Background: an optimization exercise with open tools, aiming at small area, a short achievable clock period and few clock cycles per item. Do not read the settings as production practice. Only simulation tests tie the RTL to the original design; equivalence was not proved.

===== run.sh =====
#!/bin/bash
# synth_recipe.tcl (not shown) runs the flow's synth.tcl, then flattens the netlist and writes it again
# the make line also repeats each setting of config.mk as NAME=value (left out here)
make -C /OpenROAD-flow-scripts/flow DESIGN_CONFIG=/design/flow/config.mk WORK_HOME=/design/flow/orfs CLKGATE_MAP_FILE= SYNTH_SCRIPT=/design/flow/synth_recipe.tcl finish

===== config.mk =====
export PLATFORM = sky130hd
export DESIGN_NAME = pid_heading_speed_controller
export DESIGN_NICKNAME = pid_heading_speed_controller
export VERILOG_FILES = /design/flow/design.v
export SDC_FILE = /design/flow/constraint.sdc
export NUM_CORES = 4
export LEC_CHECK = 0
export CAP_MARGIN = 20
export CORE_MARGIN = 2
export CORE_UTILIZATION = 40
export PLACE_DENSITY = 0.6
export SLEW_MARGIN = 20

===== constraint.sdc =====
create_clock -name core_clock -period 11.0 [get_ports {clk}]
set_input_delay 2.2000 -clock core_clock [delete_from_list [all_inputs] [get_ports {clk}]]
set_output_delay 2.2000 -clock core_clock [all_outputs]
set_load 0.01 [all_outputs]

===== design.v =====
package phsc_pkg;
    localparam int DATA_W    = 32;
    localparam int MUL_W     = 33;
    localparam int PROD_W    = 2 * MUL_W;
    localparam int INT_W     = 18;
    localparam int ACC_W     = DATA_W + 2;
    localparam int FRAC_W    = 16;
    localparam int TP_W      = 16;
    localparam int TR_W      = 31;
    localparam int THR_W     = 31;
    localparam int CFG_IDX_W = 3;
    localparam logic signed [INT_W-1:0] INT_MAX = 18'sd65536;
    localparam logic signed [INT_W-1:0] INT_MIN = -18'sd65536;
    localparam logic signed [DATA_W-1:0] Q_MAX = 32'sh7fff_ffff;
    localparam logic signed [DATA_W-1:0] Q_MIN = 32'sh8000_0000;
    localparam logic [CFG_IDX_W-1:0] REG_DISTANCE_GAIN      = 3'd0;
    localparam logic [CFG_IDX_W-1:0] REG_HEADING_P_GAIN     = 3'd1;
    localparam logic [CFG_IDX_W-1:0] REG_HEADING_I_GAIN     = 3'd2;
    localparam logic [CFG_IDX_W-1:0] REG_HEADING_D_GAIN     = 3'd3;
    localparam logic [CFG_IDX_W-1:0] REG_TICK_PERIOD        = 3'd4;
    localparam logic [CFG_IDX_W-1:0] REG_TICK_RATE          = 3'd5;
    localparam logic [CFG_IDX_W-1:0] REG_HEADING_THRESHOLD  = 3'd6;
    localparam logic [CFG_IDX_W-1:0] REG_DISTANCE_THRESHOLD = 3'd7;
    typedef struct packed {
        logic                    en;
        logic signed [MUL_W-1:0] a;
        logic signed [MUL_W-1:0] b;
    } mul_req_t;
    function automatic logic signed [DATA_W-1:0] sat_q(input logic signed [PROD_W-1:0] p);
        logic [PROD_W-DATA_W-FRAC_W:0] hi;
        hi = p[PROD_W-1:DATA_W+FRAC_W-1];
        if ((&hi) || (~|hi))
            sat_q = p[DATA_W+FRAC_W-1:FRAC_W];
        else if (p[PROD_W-1])
            sat_q = Q_MIN;
        else
            sat_q = Q_MAX;
    endfunction
    function automatic logic signed [DATA_W-1:0] sat_acc(input logic signed [ACC_W-1:0] v);
        logic [ACC_W-DATA_W:0] hi;
        hi = v[ACC_W-1:DATA_W-1];
        if ((&hi) || (~|hi))
            sat_acc = v[DATA_W-1:0];
        else if (v[ACC_W-1])
            sat_acc = Q_MIN;
        else
            sat_acc = Q_MAX;
    endfunction
endpackage
module phsc_booth #(
    parameter int AW = 32,
    parameter int BW = 32,
    parameter int D0 = 0,
    parameter int D1 = 16,
    parameter int OW = AW + 2*(D1-D0)
)(
    input  logic signed [AW-1:0] a,
    input  logic signed [BW-1:0] b,
    output logic signed [OW-1:0] y
);
    localparam int N = D1 - D0;
    function automatic logic [OW-1:0] cterm(input int n);
        cterm = '0;
        for (int k = 0; k < n; k++)
            if (AW + 2*k < OW) cterm = cterm - (OW'(1) << (AW + 2*k));
    endfunction
    logic [BW:0]   bx;
    logic [OW-1:0] rows [N];
    logic [OW-1:0] negv;
    logic [OW-1:0] acc  [N+1];
    assign bx = {b, 1'b0};
    genvar k;
    generate
        for (k = 0; k < N; k++) begin : g_row
            localparam int I = D0 + k;
            logic b0, b1, b2, one, two;
            logic [AW:0] mag, x;
            assign b0  = bx[2*I];
            assign b1  = bx[2*I+1];
            assign b2  = bx[2*I+2];
            assign one = b1 ^ b0;
            assign two = (b2 & ~b1 & ~b0) | (~b2 & b1 & b0);
            assign mag = ({(AW+1){one}} & {a[AW-1], a}) | ({(AW+1){two}} & {a, 1'b0});
            assign x   = mag ^ {(AW+1){b2}};
            assign rows[k] = OW'({~x[AW], x[AW-1:0]}) << (2*k);
        end
    endgenerate
    always_comb
    begin
        negv = '0;
        for (int j = 0; j < N; j++) negv[2*j] = bx[2*(D0+j)+2];
    end
    assign acc[0] = cterm(N) + negv;
    generate
        for (k = 0; k < N; k++) begin : g_acc
            assign acc[k+1] = acc[k] + rows[k];
        end
    endgenerate
    assign y = acc[N];
endmodule
module phsc_mulp #(
    parameter int AW = 32,
    parameter int BW = 32,
    parameter int NG = 2
)(
    input  logic                       clk,
    input  logic                       en,
    input  logic signed [AW-1:0]       a,
    input  logic signed [BW-1:0]       b,
    output logic signed [AW+BW-1:0]    p
);
    localparam int ND = BW / 2;
    localparam int PW = AW + BW;
    logic [PW-1:0] terms [NG];
    logic [PW-1:0] acc   [NG+1];
    genvar g;
    generate
        for (g = 0; g < NG; g++) begin : g_grp
            localparam int G0 = (g * ND) / NG;
            localparam int G1 = ((g + 1) * ND) / NG;
            localparam int GW = AW + 2*(G1 - G0);
            logic [GW-1:0] y;
            logic [GW-1:0] r;
            phsc_booth #(.AW(AW), .BW(BW), .D0(G0), .D1(G1), .OW(GW)) u_b (.a(a), .b(b), .y(y));
            always_ff @(posedge clk)
            begin
                if (en) r <= y;
            end
            if (GW + 2*G0 >= PW) begin : g_top
                assign terms[g] = PW'(r) << (2*G0);
            end else begin : g_ext
                assign terms[g] = PW'({{(PW-GW-2*G0){r[GW-1]}}, r}) << (2*G0);
            end
        end
    endgenerate
    assign acc[0] = '0;
    generate
        for (g = 0; g < NG; g++) begin : g_sum
            assign acc[g+1] = acc[g] + terms[g];
        end
    endgenerate
    assign p = acc[NG];
endmodule
module pid_heading_speed_controller
(
    input  logic                 clk,
    input  logic                 rst_n,
    input  logic                 cfg_we,
    input  logic [phsc_pkg::CFG_IDX_W-1:0] cfg_index,
    input  logic [phsc_pkg::DATA_W-1:0]    cfg_data,
    input  logic                 s_axis_tvalid,
    output logic                 s_axis_tready,
    input  logic [2*phsc_pkg::DATA_W-1:0]  s_axis_tdata,    
    output logic                 m_axis_tvalid,
    input  logic                 m_axis_tready,
    output logic [2*phsc_pkg::DATA_W-1:0]  m_axis_tdata     
);
    logic signed [31:0] dist_gain_reg, p_gain_reg, i_gain_reg, d_gain_reg;
    logic [15:0]        tick_period_reg;
    logic [30:0]        tick_rate_reg, head_thr_reg, dist_thr_reg;
    always_ff @(posedge clk or negedge rst_n)
    begin
        if (!rst_n)
        begin
            dist_gain_reg   <= '0;
            p_gain_reg      <= '0;
            i_gain_reg      <= '0;
            d_gain_reg      <= '0;
            tick_period_reg <= 16'd6554;
            tick_rate_reg   <= 31'd655360;
            head_thr_reg    <= 31'd3277;
            dist_thr_reg    <= 31'd3277;
        end
        else if (cfg_we)
        begin
            case (cfg_index)
                phsc_pkg::REG_DISTANCE_GAIN:      dist_gain_reg   <= cfg_data;
                phsc_pkg::REG_HEADING_P_GAIN:     p_gain_reg      <= cfg_data;
                phsc_pkg::REG_HEADING_I_GAIN:     i_gain_reg      <= cfg_data;
                phsc_pkg::REG_HEADING_D_GAIN:     d_gain_reg      <= cfg_data;
                phsc_pkg::REG_TICK_PERIOD:        tick_period_reg <= cfg_data[15:0];
                phsc_pkg::REG_TICK_RATE:          tick_rate_reg   <= cfg_data[30:0];
                phsc_pkg::REG_HEADING_THRESHOLD:  head_thr_reg    <= cfg_data[30:0];
                default:                          dist_thr_reg    <= cfg_data[30:0];
            endcase
        end
    end
    logic adv;             
    logic fire;            
    logic sk_valid, out_valid;
    logic v1, v2, v3, v4, v5;
    assign adv           = !sk_valid;
    assign s_axis_tready = !sk_valid;
    assign fire          = s_axis_tvalid && !sk_valid;
    always_ff @(posedge clk or negedge rst_n)
    begin
        if (!rst_n)
        begin
            v1 <= 1'b0;
            v2 <= 1'b0;
            v3 <= 1'b0;
            v4 <= 1'b0;
            v5 <= 1'b0;
        end
        else if (adv)
        begin
            v1 <= s_axis_tvalid;
            v2 <= v1;
            v3 <= v2;
            v4 <= v3;
            v5 <= v4;
        end
    end
    logic signed [31:0] h1, d1, l1;    
    always_ff @(posedge clk or negedge rst_n)
    begin
        if (!rst_n)
            h1 <= '0;
        else if (fire)
            h1 <= s_axis_tdata[63:32];
    end
    always_ff @(posedge clk)
    begin
        if (fire)
        begin
            d1 <= s_axis_tdata[31:0];
            l1 <= h1;
        end
    end
    logic signed [32:0] diff_wide;
    logic signed [31:0] diff1;
    logic [31:0]        h1_abs;
    logic               turn1, far1;
    assign diff_wide = {h1[31], h1} - {l1[31], l1};
    assign diff1     = phsc_pkg::sat_acc({diff_wide[32], diff_wide});
    assign h1_abs    = h1[31] ? 32'(-h1) : 32'(h1);
    assign turn1     = h1_abs > {1'b0, head_thr_reg};
    assign far1      = d1 > $signed({1'b0, dist_thr_reg});
    logic signed [63:0] p_kp;      
    logic signed [63:0] p_fwd;     
    logic signed [49:0] p_hdt;     
    phsc_mulp #(.AW(32), .BW(32), .NG(2)) u_kp  (.clk(clk), .en(adv), .a(h1), .b(p_gain_reg),    .p(p_kp));
    phsc_mulp #(.AW(32), .BW(32), .NG(2)) u_fwd (.clk(clk), .en(adv), .a(d1), .b(dist_gain_reg), .p(p_fwd));
    phsc_mulp #(.AW(32), .BW(18), .NG(1)) u_hdt (.clk(clk), .en(adv), .a(h1), .b({2'b00, tick_period_reg}), .p(p_hdt));
    logic signed [31:0] diff2;
    logic               upd2, fz2;
    always_ff @(posedge clk)
    begin
        if (adv)
        begin
            diff2 <= diff1;
            upd2  <= turn1 || far1;
            fz2   <= turn1;
        end
    end
    logic signed [17:0] integral_reg;
    logic signed [33:0] int_sum;
    logic signed [17:0] int_new;
    assign int_sum = {{16{integral_reg[17]}}, integral_reg} + {{18{p_hdt[49]}}, p_hdt[49:16]};
    always_comb
    begin
        if (int_sum > 34'sd65536)
            int_new = 18'sd65536;
        else if (int_sum < -34'sd65536)
            int_new = -18'sd65536;
        else
            int_new = int_sum[17:0];
    end
    always_ff @(posedge clk or negedge rst_n)
    begin
        if (!rst_n)
            integral_reg <= '0;
        else if (adv && v2)
            integral_reg <= int_new;
    end
    logic signed [31:0] tp2, fwd2;
    assign tp2  = phsc_pkg::sat_q({{2{p_kp[63]}}, p_kp});
    assign fwd2 = phsc_pkg::sat_q({{2{p_fwd[63]}}, p_fwd});
    logic signed [63:0] p_dr_full;
    phsc_mulp #(.AW(32), .BW(32), .NG(2)) u_dr (.clk(clk), .en(adv), .a(diff2), .b({1'b0, tick_rate_reg}), .p(p_dr_full));
    logic signed [31:0] tp3, candf3;
    logic               upd3;
    always_ff @(posedge clk)
    begin
        if (adv)
        begin
            tp3    <= tp2;
            candf3 <= fz2 ? 32'sd0 : fwd2;
            upd3   <= upd2;
        end
    end
    logic signed [31:0] deriv3;
    assign deriv3 = phsc_pkg::sat_q({{2{p_dr_full[63]}}, p_dr_full});
    logic signed [49:0] p_ki;      
    phsc_mulp #(.AW(32), .BW(18), .NG(1)) u_ki (.clk(clk), .en(adv), .a(i_gain_reg), .b(integral_reg), .p(p_ki));
    logic signed [31:0] deriv4, tp4, candf4;
    logic               upd4;
    always_ff @(posedge clk)
    begin
        if (adv)
        begin
            deriv4 <= deriv3;
            tp4    <= tp3;
            candf4 <= candf3;
            upd4   <= upd3;
        end
    end
    logic signed [31:0] ti4;
    assign ti4 = phsc_pkg::sat_q({{16{p_ki[49]}}, p_ki});
    logic signed [63:0] p_kd;      
    phsc_mulp #(.AW(32), .BW(32), .NG(2)) u_kd (.clk(clk), .en(adv), .a(deriv4), .b(d_gain_reg), .p(p_kd));
    logic signed [32:0] pi5;
    logic signed [31:0] candf5;
    logic               upd5;
    always_ff @(posedge clk)
    begin
        if (adv)
        begin
            pi5    <= {tp4[31], tp4} + {ti4[31], ti4};
            candf5 <= candf4;
            upd5   <= upd4;
        end
    end
    logic signed [31:0] td5, pid5;
    assign td5  = phsc_pkg::sat_q({{2{p_kd[63]}}, p_kd});
    assign pid5 = phsc_pkg::sat_acc({pi5[32], pi5} + {{2{td5[31]}}, td5});
    logic signed [31:0] held_fwd_reg, held_turn_reg;
    logic signed [31:0] sk_turn, sk_fwd;
    logic               sk_upd;
    logic               arrive, out_free, load;
    logic signed [31:0] c_turn, c_fwd;
    logic               c_upd;
    assign arrive   = adv && v5;
    assign out_free = !out_valid || m_axis_tready;
    assign load     = (sk_valid || arrive) && out_free;
    assign c_turn   = sk_valid ? sk_turn : pid5;
    assign c_fwd    = sk_valid ? sk_fwd  : candf5;
    assign c_upd    = sk_valid ? sk_upd  : upd5;
    always_ff @(posedge clk or negedge rst_n)
    begin
        if (!rst_n)
        begin
            out_valid     <= 1'b0;
            sk_valid      <= 1'b0;
            held_fwd_reg  <= '0;
            held_turn_reg <= '0;
        end
        else
        begin
            out_valid <= load || (out_valid && !m_axis_tready);
            if (sk_valid)
                sk_valid <= !out_free;
            else
                sk_valid <= arrive && !out_free;
            if (load && c_upd)
            begin
                held_fwd_reg  <= c_fwd;
                held_turn_reg <= c_turn;
            end
        end
    end
    always_ff @(posedge clk)
    begin
        if (!sk_valid && arrive && !out_free)
        begin
            sk_turn <= pid5;
            sk_fwd  <= candf5;
            sk_upd  <= upd5;
        end
    end
    assign m_axis_tvalid = out_valid;
    assign m_axis_tdata  = {held_turn_reg, held_fwd_reg};
endmodule

==> impl_metrics.py <==
metrics = {
    "setup_path": {
        "reg2reg_depth": 29,
        "critPathMaxFanout": 31,
        "cpMaxStageDelayCell": "a2111oi_0",
        "critical_path_required_ps": 11760,
        "end_kind": "flop",
        "slowest_delay_ps": 760,
        "endpoint": "sk_turn[16]$_DFFE_PP_",
        "worstPathArrival_ps": 9850,
        "startpoint_type": "flop",
        "crit_start": "u_kd.g_grp[0].r[17]$_DFFE_PN_",
        "rrSetupSlack_ps": 1920,
        "worstSetupPathType": "reg -> reg",
        "r2r-start": "u_kd.g_grp[0].r[17]$_DFFE_PN_",
        "reg2reg_to": "sk_turn[16]$_DFFE_PP_",
    },
    "clock_tree": {
        "cts-root-buf": "clkbuf_16",
        "cts_buffer_depth": 4,
        "cts_setup_buffers": 0,
        "cts.sinks": 1137,
        "clock_latency_ps": 960,
        "cts_tree": "done",
        "cts_made_buffers": 155,
        "path_clk_slew_ps": 60,
        "cts-hold-fix-buffers": 0,
        "post_cts_resized": 0,
        "h-tree-depth": 4,
    },
    "timing": {
        "rsz0062_at_grt": "no",
        "tightest_slew_ps": 1230,
        "skew_ps": 91.3,
        "post-route-period-util_pct": 82.6,
        "setup_viol": 0,
        "fin_tns_setup_ps": 0,
        "hold_viol_final": 0,
        "period_needed_ps": 9080,
        "maxSlewViolCount": 0,
        "setup_ws_ps": 1920,
        "fmax_ghz": 0.110,
        "relSlewSlack_pct": 17.9,
    },
    "floorplanning": {
        "core-area_um2": 545000,
        "fp.dieW_um": 744,
        "num_rows": 271,
        "die_h_um": 744,
        "initial_core_util_pct": 40.2,
        "ioPinCount": 170,
        "die_area_um2": 554000,
    },
    "synth": {
        "yosysMostFrequentCell": "nand2_1",
        "syn-cell-area_um2": 219000,
        "avgSynthCellArea_um2": 7.68,
        "yosysUniqueCellTypes": 103,
        "ys_ff_latch": 1137,
        "synth.largest_area_cell": "fa_1",
        "yosys.area.top_type_share_pct": 17.1,
        "syn-num-nets": 32100,
        "ys_top_cells_by_count": "nand2_1, a21oi_1, clkbuf_1",
        "synthCells": 28500,
        "synthTopCellsByArea": "fa_1, edfxtp_1, ha_1",
        "seq_area_frac_synth_pct": 14.8,
        "ys.flop_type": "edfxtp_1",
        "yosys_warnings": 16,
        "synth_enable_flop_cells": 779,
        "synthArstFlopShare_pct": 31.5,
    },
    "cells_and_area": {
        "fin_cells": 33700,
        "multi_input_area_um2": 168000,
        "area_growth_pct": 4.44,
        "fin_util_pct": 42.0,
        "seq_area_um2": 32600,
        "drive_above_1_share_pct": 5.84,
        "fill_cells": 55000,
        "fin_nets": 29800,
    },
    "route": {
        "drt_iter0_drc": 27900,
        "drtPass1Iterations": 7,
        "vias": 214000,
        "drcViolationCount": 0,
        "via_per_inst": 6.35,
        "wl_per_cell_um": 24.8,
        "ant_nets": 0,
        "wl_um": 835000,
    },
    "global_routing": {
        "overflow": 0,
        "antenna_found_initial": 65,
        "grt_pass1_vias": 196000,
        "grt_use_total_pct": 29.1,
        "grt_pass1_wl_um": 1260000,
        "grt_max_degree": 154,
    },
    "placement": {
        "dp_slack_ps": 2050,
        "dp_hpwl_um": 579000,
        "gp_congestion": 0.965,
        "place_inst": 33300,
        "io_buffers": 169,
    },
    "outcome": {
        "status": "finished clean",
    },
    "min_path": {
        "hold_path.class": "reg -> reg",
        "whs_path_depth": 0,
        "hp-start": "candf3[17]$_SDFFCE_PP0N_",
    },
    "flow_run": {
        "drv_cap": 0,
    },
}
==> metal layers <==
metal	GRT usage (%)	part of all wire (%)	wire, um	vias to the layer above
met4	12.1	4.3	36200	40
met5	0	0.063	522	-
met1	40.8	42	352000	103000
li1	-	-	-	96300
met2	42.8	42	355000	12300
met3	6.50	11	91300	1714
==> worst max-delay path, delay by kind of cell (launching register included) <==
family          cells  cell delay [ps]
fa+ha+maj           3             1040
compound gates     14             4610
buf+inv             2              590
flops               1              420
xor+xnor            2              320
simple gates        8             1930
==> per-stage QoR <==
stage                     hold slack (ps)  cell area (um2)
after floorplan                       400           219000
after global placement                402           223000
after detailed placement              405           223000
after CTS                             406           229000
after global routing                  410           229000
final                                 402           229000
==> layout by cell type, fill, tap and decap left out, drive strengths merged, types with 533 or more instances in the layout <==
cell type,count
o22ai,872
a22oi,1362
a21oi,2942
a221oi,533
o21ai,2059
ha,1551
nand2,3636
buf,684
fa,1876
nor2,1809
edfxtp,779
inv,1949
==> worst min path at each step <==
| stage | end | slack [ps] |
|---|---|---|
| after CTS | candf4[17]$_DFFE_PN_ | 410 |
| after floorplan | candf4[0]$_DFFE_PN_ | 400 |
| after detailed placement | candf4[13]$_DFFE_PN_ | 400 |
| after global placement | candf4[2]$_DFFE_PN_ | 400 |
| after global routing | candf4[17]$_DFFE_PN_ | 410 |
| final | candf4[17]$_DFFE_PN_ | 400 |
==> layout make-up <==
class                           count  share of cell area [%]
Inverter                         1948                    3.20
Sequential cell                  1137                    14.3
Clock buffer                      196                    1.87
Timing Repair Buffer              833                    2.94
Clock inverter                     86                   0.470
Antenna cell                      109                   0.119
Tap cell                         7234                    3.95
Multi-Input combinational cell  22200                    73.2
==> cell families after synthesis <==
logic type / Yosys count / synth area share (%)
AOI/OAI and AO/OA: 9960 / 28.8
xor gates and xnor gates: 816 / 3.26
adders and majority gates: 3949 / 28.4
buffers and inverters: 5243 / 9.00
DFF: 1137 / 14.8
muxes: 397 / 1.96
and+or+nand+nor: 7028 / 13.8
Testbench counts, summed over its fixed seeds: cycles 4,848, items 4,800.

-- re-timing with driven ports --
The results above use ideal ports. As a check the final layout listed here was re-extracted and re-timed, cells and wires unchanged.
Step 1 assumes that a clkbuf_16 drives the clock port and a buf_2 every other input.
Step 2 adds t to the input delays and takes it off the output delays; t is the mean of the earliest and latest rising clock arrival at the registers after step 1. Input paths then give back, and output paths get back, about the clock's delay inside the block.
Three values: no drivers, after step 1, after step 2; two values: the first two.
t, ns: 1.023
slack for setup (ns): 1.917 / 1.917 / 1.917
hold slack, ns: 0.402 / 0.402 / 0.402
After both steps this run still meets setup and hold. The setup slack of this run moves by 0.000 ns with the drivers and by 0.000 ns with both steps.
